This design comes from an exercise in tuning for small area and a short achievable clock period on the open sky130 flow, not from production work. Only simulation tests tie the RTL to the original design; equivalence was not proved. Power is estimated from default activity; no workload was simulated.

==> job 9228: inputs <==
==> flow/design.v <==
package vliwPkg;
	typedef logic [32-1:0] word_t;
	typedef logic [5-1:0] regIdx_t;
	typedef logic [32-1:0] instr_t;
	typedef logic [16-1:0] instrC_t;
	typedef enum logic [1:0]
	{
		aluAdd = 2'd0,
		aluAnd = 2'd1,
		aluSra = 2'd2,
		aluOr  = 2'd3
	} aluOp_e;
	typedef enum logic
	{
		cSrcMove = 1'b0,
		cSrcImm  = 1'b1
	} cSrc_e;
endpackage
module bypassInv
(
	input  logic           selC,
	input  logic           selM,
	input  logic           selN,
	input  vliwPkg::word_t dC,
	input  vliwPkg::word_t dM,
	input  vliwPkg::word_t dN,
	output vliwPkg::word_t outN
);
	assign outN = ~(({32{selC}} & dC) | ({32{selM}} & dM) | ({32{selN}} & dN));
endmodule
module addProp
(
	input  vliwPkg::word_t aN,
	input  vliwPkg::word_t bN,
	output vliwPkg::word_t p
);
	assign p = aN ^ bN;
endmodule
module addGen
(
	input  vliwPkg::word_t aN,
	input  vliwPkg::word_t bN,
	output vliwPkg::word_t g
);
	assign g = ~(aN | bN);
endmodule
module addLevel #(parameter int D = 1)
(
	input  vliwPkg::word_t         gIn,
	input  vliwPkg::word_t         pIn,
	output logic [32-1:D]  gOut,
	output logic [32-1:2*D] pOut
);
	for (genvar i = D; i < 32; i++)
	begin : g_g
		assign gOut[i] = gIn[i] | (pIn[i] & gIn[i-D]);
	end
	for (genvar i = 2 * D; i < 32; i++)
	begin : g_p
		assign pOut[i] = pIn[i] & pIn[i-D];
	end
endmodule
module addLevelLast #(parameter int D = 16)
(
	input  vliwPkg::word_t         gIn,
	input  vliwPkg::word_t         pIn,
	output logic [32-1:D]  gOut
);
	for (genvar i = D; i < 32; i++)
	begin : g_g
		assign gOut[i] = gIn[i] | (pIn[i] & gIn[i-D]);
	end
endmodule
module addSum
(
	input  vliwPkg::word_t p,
	input  vliwPkg::word_t carry,
	output vliwPkg::word_t s
);
	assign s = p ^ {carry[32-2:0], 1'b0};
endmodule
module ksAdd
(
	input  vliwPkg::word_t aN,
	input  vliwPkg::word_t bN,
	output vliwPkg::word_t g,
	output vliwPkg::word_t s
);
	vliwPkg::word_t p;
	vliwPkg::word_t g1, g2, g4, g8, g16;
	vliwPkg::word_t p1, p2, p4, p8;
	addProp i_prop (.aN(aN), .bN(bN), .p(p));
	addGen  i_gen  (.aN(aN), .bN(bN), .g(g));
	assign g1[0]     = g[0];
	assign g2[1:0]   = g1[1:0];
	assign g4[3:0]   = g2[3:0];
	assign g8[7:0]   = g4[7:0];
	assign g16[15:0] = g8[15:0];
	assign p1[1:0]   = '0;
	assign p2[3:0]   = '0;
	assign p4[7:0]   = '0;
	assign p8[15:0]  = '0;
	addLevel #(.D(1))     i_l1  (.gIn(g),  .pIn(p),  .gOut(g1[31:1]),  .pOut(p1[31:2]));
	addLevel #(.D(2))     i_l2  (.gIn(g1), .pIn(p1), .gOut(g2[31:2]),  .pOut(p2[31:4]));
	addLevel #(.D(4))     i_l4  (.gIn(g2), .pIn(p2), .gOut(g4[31:4]),  .pOut(p4[31:8]));
	addLevel #(.D(8))     i_l8  (.gIn(g4), .pIn(p4), .gOut(g8[31:8]),  .pOut(p8[31:16]));
	addLevelLast #(.D(16)) i_l16 (.gIn(g8), .pIn(p8), .gOut(g16[31:16]));
	addSum i_sum (.p(p), .carry(g16), .s(s));
endmodule
module vliwCore
(
	input  logic             clk,
	input  logic             reset,
	input  logic             bundleValid,
	input  vliwPkg::instr_t  instr,
	input  vliwPkg::instrC_t instrC,
	output logic             resultValid,
	output logic             wbWrite,
	output vliwPkg::regIdx_t wbReg,
	output vliwPkg::word_t   wbData,
	output logic             wbWriteC,
	output vliwPkg::regIdx_t wbRegC,
	output vliwPkg::word_t   wbDataC
);
	vliwPkg::word_t mem [32];
	logic mainWins;
	assign mainWins = wbWrite && !(wbWriteC && (wbRegC == wbReg));
	always_ff @(posedge clk)
	begin
		if (reset)
		begin
			for (int r = 0; r < 32; r++)
			begin
				mem[r] <= '0;
			end
		end
		else
		begin
			if (mainWins)
			begin
				mem[wbReg] <= wbData;
			end
			if (wbWriteC)
			begin
				mem[wbRegC] <= wbDataC;
			end
		end
	end
	logic isAdd, isAnd, isSra, isMv, isLi;
	vliwPkg::regIdx_t rs1, rs2, rsC;
	assign isAdd = (instr[6:0] == 7'b0110011);
	assign isAnd = (instr[6:0] == 7'b0010011) && (instr[14:12] == 3'b110);
	assign isSra = (instr[6:0] == 7'b0010011) && (instr[14:12] == 3'b101);
	assign isMv  = (instrC[1:0] == 2'b10);
	assign isLi  = (instrC[1:0] == 2'b01);
	assign rs1 = instr[19:15];
	assign rs2 = instr[24:20];
	assign rsC = instrC[6:2];
	vliwPkg::word_t rawA, rawB, rawC;
	assign rawA = mem[rs1];
	assign rawB = mem[rs2];
	assign rawC = mem[rsC];
	function automatic vliwPkg::word_t bypass(vliwPkg::regIdx_t src, vliwPkg::word_t raw);
		if (wbWriteC && (wbRegC == src))
			bypass = wbDataC;
		else if (wbWrite && (wbReg == src))
			bypass = wbData;
		else
			bypass = raw;
	endfunction
	vliwPkg::word_t opA1, opB1, opC1;
	always_comb
	begin
		opA1 = bypass(rs1, rawA);
		opB1 = bypass(rs2, rawB);
		opC1 = bypass(rsC, rawC);
	end
	logic             validQ, writeQ, writeCQ;
	logic             andQ, sraQ;
	vliwPkg::regIdx_t rdQ, rdCQ;
	vliwPkg::word_t   aQ, bQ, cQ;
	logic             hitAC, hitAM, hitAN, hitBC, hitBM, hitBN, hitCC, hitCM;
	always_ff @(posedge clk)
	begin
		if (reset)
		begin
			validQ  <= 1'b0;
			writeQ  <= 1'b0;
			writeCQ <= 1'b0;
		end
		else
		begin
			validQ  <= bundleValid;
			writeQ  <= bundleValid && (isAdd || isAnd || isSra);
			writeCQ <= bundleValid && (isMv || isLi);
		end
	end
	always_ff @(posedge clk)
	begin
		andQ  <= isAnd;
		sraQ  <= isSra;
		rdQ   <= instr[11:7];
		rdCQ  <= instrC[11:7];
		aQ    <= opA1;
		bQ    <= isAdd ? opB1 : {{(32-12){instr[31]}}, instr[31:20]};
		cQ    <= isLi ? {{(32-6){instrC[12]}}, instrC[12], instrC[6:2]} : opC1;
		hitAC <= writeCQ && (rdCQ == rs1);
		hitAM <= writeQ && (rdQ == rs1) && !(writeCQ && (rdCQ == rs1));
		hitBC <= isAdd && writeCQ && (rdCQ == rs2);
		hitBM <= isAdd && writeQ && (rdQ == rs2) && !(writeCQ && (rdCQ == rs2));
		hitAN <= !(writeCQ && (rdCQ == rs1)) && !(writeQ && (rdQ == rs1));
		hitBN <= !(isAdd && writeCQ && (rdCQ == rs2)) && !(isAdd && writeQ && (rdQ == rs2));
		hitCC <= !isLi && writeCQ && (rdCQ == rsC);
		hitCM <= !isLi && writeQ && (rdQ == rsC) && !(writeCQ && (rdCQ == rsC));
	end
	vliwPkg::word_t opAN, opBN, opC, andResult, sum, aluResult;
	bypassInv i_bypA (.selC(hitAC), .selM(hitAM), .selN(hitAN),
		.dC(wbDataC), .dM(wbData), .dN(aQ), .outN(opAN));
	bypassInv i_bypB (.selC(hitBC), .selM(hitBM), .selN(hitBN),
		.dC(wbDataC), .dM(wbData), .dN(bQ), .outN(opBN));
	ksAdd i_add (.aN(opAN), .bN(opBN), .g(andResult), .s(sum));
	always_comb
	begin
		opC = hitCC ? wbDataC : (hitCM ? wbData : cQ);
		if (sraQ)
			aluResult = vliwPkg::word_t'($signed(~opAN) >>> bQ[4:0]);
		else if (andQ)
			aluResult = andResult;
		else
			aluResult = sum;
	end
	always_ff @(posedge clk)
	begin
		if (reset)
		begin
			resultValid <= 1'b0;
			wbWrite     <= 1'b0;
			wbWriteC    <= 1'b0;
		end
		else
		begin
			resultValid <= validQ;
			wbWrite     <= writeQ;
			wbWriteC    <= writeCQ;
		end
	end
	always_ff @(posedge clk)
	begin
		wbReg   <= rdQ;
		wbData  <= aluResult;
		wbRegC  <= rdCQ;
		wbDataC <= opC;
	end
endmodule
==> flow/run.sh <==
#!/bin/bash
# synth_recipe.tcl (not shown) runs the flow's synth.tcl, then flattens the netlist and writes it again
# the make line also repeats each setting of config.mk as NAME=value (left out here)
make -C /OpenROAD-flow-scripts/flow DESIGN_CONFIG=/design/flow/config.mk WORK_HOME=/design/flow/orfs CLKGATE_MAP_FILE= SYNTH_SCRIPT=/design/flow/synth_recipe.tcl finish
==> flow/config.mk <==
export PLATFORM = sky130hd
export DESIGN_NAME = vliwCore
export DESIGN_NICKNAME = vliwCore
export VERILOG_FILES = /design/flow/design.v
export SDC_FILE = /design/flow/constraint.sdc
export NUM_CORES = 4
export LEC_CHECK = 0
export CAP_MARGIN = 20
export CORE_MARGIN = 2
export CORE_UTILIZATION = 35
export PLACE_DENSITY = 0.45
export SETUP_SLACK_MARGIN = 2.9
export SLEW_MARGIN = 20
export SYNTH_HIERARCHICAL = 1
export TNS_END_PERCENT = 10
==> flow/constraint.sdc <==
create_clock -name core_clock -period 6.0 [get_ports {clk}]
set_input_delay 1.2000 -clock core_clock [delete_from_list [all_inputs] [get_ports {clk}]]
set_output_delay 1.2000 -clock core_clock [all_outputs]
set_load 0.01 [all_outputs]
==> inputs of job 2301, as changes to job 9228 <==
--- a/flow/design.v
+++ b/flow/design.v
@@ -31,17 +31,17 @@
 module addProp
 (
-	input  vliwPkg::word_t aN,
-	input  vliwPkg::word_t bN,
+	input  vliwPkg::word_t a,
+	input  vliwPkg::word_t b,
 	output vliwPkg::word_t p
 );
-	assign p = aN ^ bN;
+	assign p = a ^ b;
 endmodule
 module addGen
 (
-	input  vliwPkg::word_t aN,
-	input  vliwPkg::word_t bN,
+	input  vliwPkg::word_t a,
+	input  vliwPkg::word_t b,
 	output vliwPkg::word_t g
 );
-	assign g = ~(aN | bN);
+	assign g = a & b;
 endmodule
 module addLevel #(parameter int D = 1)
@@ -82,6 +82,6 @@
 module ksAdd
 (
-	input  vliwPkg::word_t aN,
-	input  vliwPkg::word_t bN,
+	input  vliwPkg::word_t a,
+	input  vliwPkg::word_t b,
 	output vliwPkg::word_t g,
 	output vliwPkg::word_t s
@@ -90,6 +90,6 @@
 	vliwPkg::word_t g1, g2, g4, g8, g16;
 	vliwPkg::word_t p1, p2, p4, p8;
-	addProp i_prop (.aN(aN), .bN(bN), .p(p));
-	addGen  i_gen  (.aN(aN), .bN(bN), .g(g));
+	addProp i_prop (.a(a), .b(b), .p(p));
+	addGen  i_gen  (.a(a), .b(b), .g(g));
 	assign g1[0]     = g[0];
 	assign g2[1:0]   = g1[1:0];
@@ -124,24 +124,24 @@
 );
 	vliwPkg::word_t mem [32];
-	logic mainWins;
-	assign mainWins = wbWrite && !(wbWriteC && (wbRegC == wbReg));
-	always_ff @(posedge clk)
-	begin
-		if (reset)
-		begin
-			for (int r = 0; r < 32; r++)
+	vliwPkg::word_t fwdN, fwdCN, fwd, fwdC;
+	assign fwd  = ~fwdN;
+	assign fwdC = ~fwdCN;
+	logic [32-1:0] wEnC, wEnM, wLoad, wSelC, wSelM;
+	always_comb
+	begin
+		for (int r = 0; r < 32; r++)
+		begin
+			wLoad[r] = reset || wEnC[r] || wEnM[r];
+			wSelC[r] = !reset && wEnC[r];
+			wSelM[r] = !reset && wEnM[r];
+		end
+	end
+	always_ff @(posedge clk)
+	begin
+		for (int r = 0; r < 32; r++)
+		begin
+			if (wLoad[r])
 			begin
-				mem[r] <= '0;
-			end
-		end
-		else
-		begin
-			if (mainWins)
-			begin
-				mem[wbReg] <= wbData;
-			end
-			if (wbWriteC)
-			begin
-				mem[wbRegC] <= wbDataC;
+				mem[r] <= ({32{wSelC[r]}} & fwdC) | ({32{wSelM[r]}} & fwd);
 			end
 		end
@@ -163,7 +163,7 @@
 	function automatic vliwPkg::word_t bypass(vliwPkg::regIdx_t src, vliwPkg::word_t raw);
 		if (wbWriteC && (wbRegC == src))
-			bypass = wbDataC;
+			bypass = fwdC;
 		else if (wbWrite && (wbReg == src))
-			bypass = wbData;
+			bypass = fwd;
 		else
 			bypass = raw;
@@ -179,5 +179,5 @@
 	logic             andQ, sraQ;
 	vliwPkg::regIdx_t rdQ, rdCQ;
-	vliwPkg::word_t   aQ, bQ, cQ;
+	vliwPkg::word_t   aQN, bQN, cQ;
 	logic             hitAC, hitAM, hitAN, hitBC, hitBM, hitBN, hitCC, hitCM;
 	always_ff @(posedge clk)
@@ -202,6 +202,6 @@
 		rdQ   <= instr[11:7];
 		rdCQ  <= instrC[11:7];
-		aQ    <= opA1;
-		bQ    <= isAdd ? opB1 : {{(32-12){instr[31]}}, instr[31:20]};
+		aQN   <= ~opA1;
+		bQN   <= ~(isAdd ? opB1 : {{(32-12){instr[31]}}, instr[31:20]});
 		cQ    <= isLi ? {{(32-6){instrC[12]}}, instrC[12], instrC[6:2]} : opC1;
 		hitAC <= writeCQ && (rdCQ == rs1);
@@ -214,15 +214,15 @@
 		hitCM <= !isLi && writeQ && (rdQ == rsC) && !(writeCQ && (rdCQ == rsC));
 	end
-	vliwPkg::word_t opAN, opBN, opC, andResult, sum, aluResult;
+	vliwPkg::word_t opA, opB, opC, andResult, sum, aluResult;
 	bypassInv i_bypA (.selC(hitAC), .selM(hitAM), .selN(hitAN),
-		.dC(wbDataC), .dM(wbData), .dN(aQ), .outN(opAN));
+		.dC(fwdCN), .dM(fwdN), .dN(aQN), .outN(opA));
 	bypassInv i_bypB (.selC(hitBC), .selM(hitBM), .selN(hitBN),
-		.dC(wbDataC), .dM(wbData), .dN(bQ), .outN(opBN));
-	ksAdd i_add (.aN(opAN), .bN(opBN), .g(andResult), .s(sum));
+		.dC(fwdCN), .dM(fwdN), .dN(bQN), .outN(opB));
+	ksAdd i_add (.a(opA), .b(opB), .g(andResult), .s(sum));
 	always_comb
 	begin
-		opC = hitCC ? wbDataC : (hitCM ? wbData : cQ);
+		opC = hitCC ? fwdC : (hitCM ? fwd : cQ);
 		if (sraQ)
-			aluResult = vliwPkg::word_t'($signed(~opAN) >>> bQ[4:0]);
+			aluResult = vliwPkg::word_t'($signed(opA) >>> ~bQN[4:0]);
 		else if (andQ)
 			aluResult = andResult;
@@ -243,4 +243,12 @@
 			wbWrite     <= writeQ;
 			wbWriteC    <= writeCQ;
+		end
+	end
+	always_ff @(posedge clk)
+	begin
+		for (int r = 0; r < 32; r++)
+		begin
+			wEnC[r] <= !reset && writeCQ && (rdCQ == r[4:0]);
+			wEnM[r] <= !reset && writeQ && (rdQ == r[4:0]) && !(writeCQ && (rdCQ == r[4:0]));
 		end
 	end
@@ -251,4 +259,6 @@
 		wbRegC  <= rdCQ;
 		wbDataC <= opC;
-	end
-endmodule
+		fwdN    <= ~aluResult;
+		fwdCN   <= ~opC;
+	end
+endmodule
==> flow/flow/run.sh (new file) <==
#!/bin/bash
set -euo pipefail
bash standard.sh MATCH_CELL_FOOTPRINT=0 \
	'BUFFER_PORTS_ARGS=-buffer_cell sky130_fd_sc_hd__buf_4' \
	finish > standard.log 2>&1
==> flow/standard.sh (new file) <==
#!/bin/bash
# synth_recipe.tcl (not shown) runs the flow's synth.tcl, then flattens the netlist and writes it again
# the make line also repeats each setting of config.mk as NAME=value (left out here)
make -C /OpenROAD-flow-scripts/flow DESIGN_CONFIG=/design/flow/config.mk WORK_HOME=/design/flow/orfs CLKGATE_MAP_FILE= SYNTH_SCRIPT=/design/flow/synth_recipe.tcl "${@:-finish}"
Settings changed: CORE_UTILIZATION 35 to 50, CTS_CLUSTER_DIAMETER from default to 150, CTS_CLUSTER_SIZE from default to 30, PLACE_DENSITY 0.45 to 0.6.
removed: flow/run.sh
==> out/summary.txt <==
Status: did not finish
Synth warn: 8
GRT met2 Usage: 0.920
Die Wd: 393 µm
Error: [ERROR GRT-0116] Global routing finished with congestion. Check the congestion regions in the DRC Viewer.
Stopping stage: 5_1_grt
Tot GR Track Use: 0.825
Post-DP HPWL: 389000 µm
GPL Wtd Cong: 1.23
# the run above: job 2301

==> out/summary.txt <==
Status: finished clean
Tot GR Track Use: 0.367
Fin area: 94500 µm²
Worst-Skew Late Latency: 0.87 ns
Core area: 230000 µm²
Register share of total power: 0.369
Length of routed met3 wiring: 67600 µm
Synth warn: 7
Post-DP HPWL: 262000 µm
Vias in the first global route: 67400
Die Wd: 486 µm
GRT met2 Usage: 0.539
GPL Wtd Cong: 0.936
Non-filler cells, final: 9178
# the run above: job 9228

afterwards: timing with drivers on the ports:
Ports are ideal in the flow. The routed layout listed here was re-timed in OpenROAD. Step 1 assumes that a clkbuf_16 drives the clock port and a buf_2 every other input. Step 2 times the ports against the registers' clock, not the clock port: input delays grow and output delays shrink by t, the midpoint of the rising clock arrivals with the driver on. a / b / c = ideal / step 1 / step 2; a / b = the first two.
run: job 9228
shift t [ns]: 0.932
slack for setup (ns): 2.627 / 2.628 / 1.743
worst setup path after step 2: input to register
After both steps job 9228 still meets setup and hold. For job 9228, drivers alone change the setup slack by +0.001 ns; drivers and shift together by -0.884 ns.
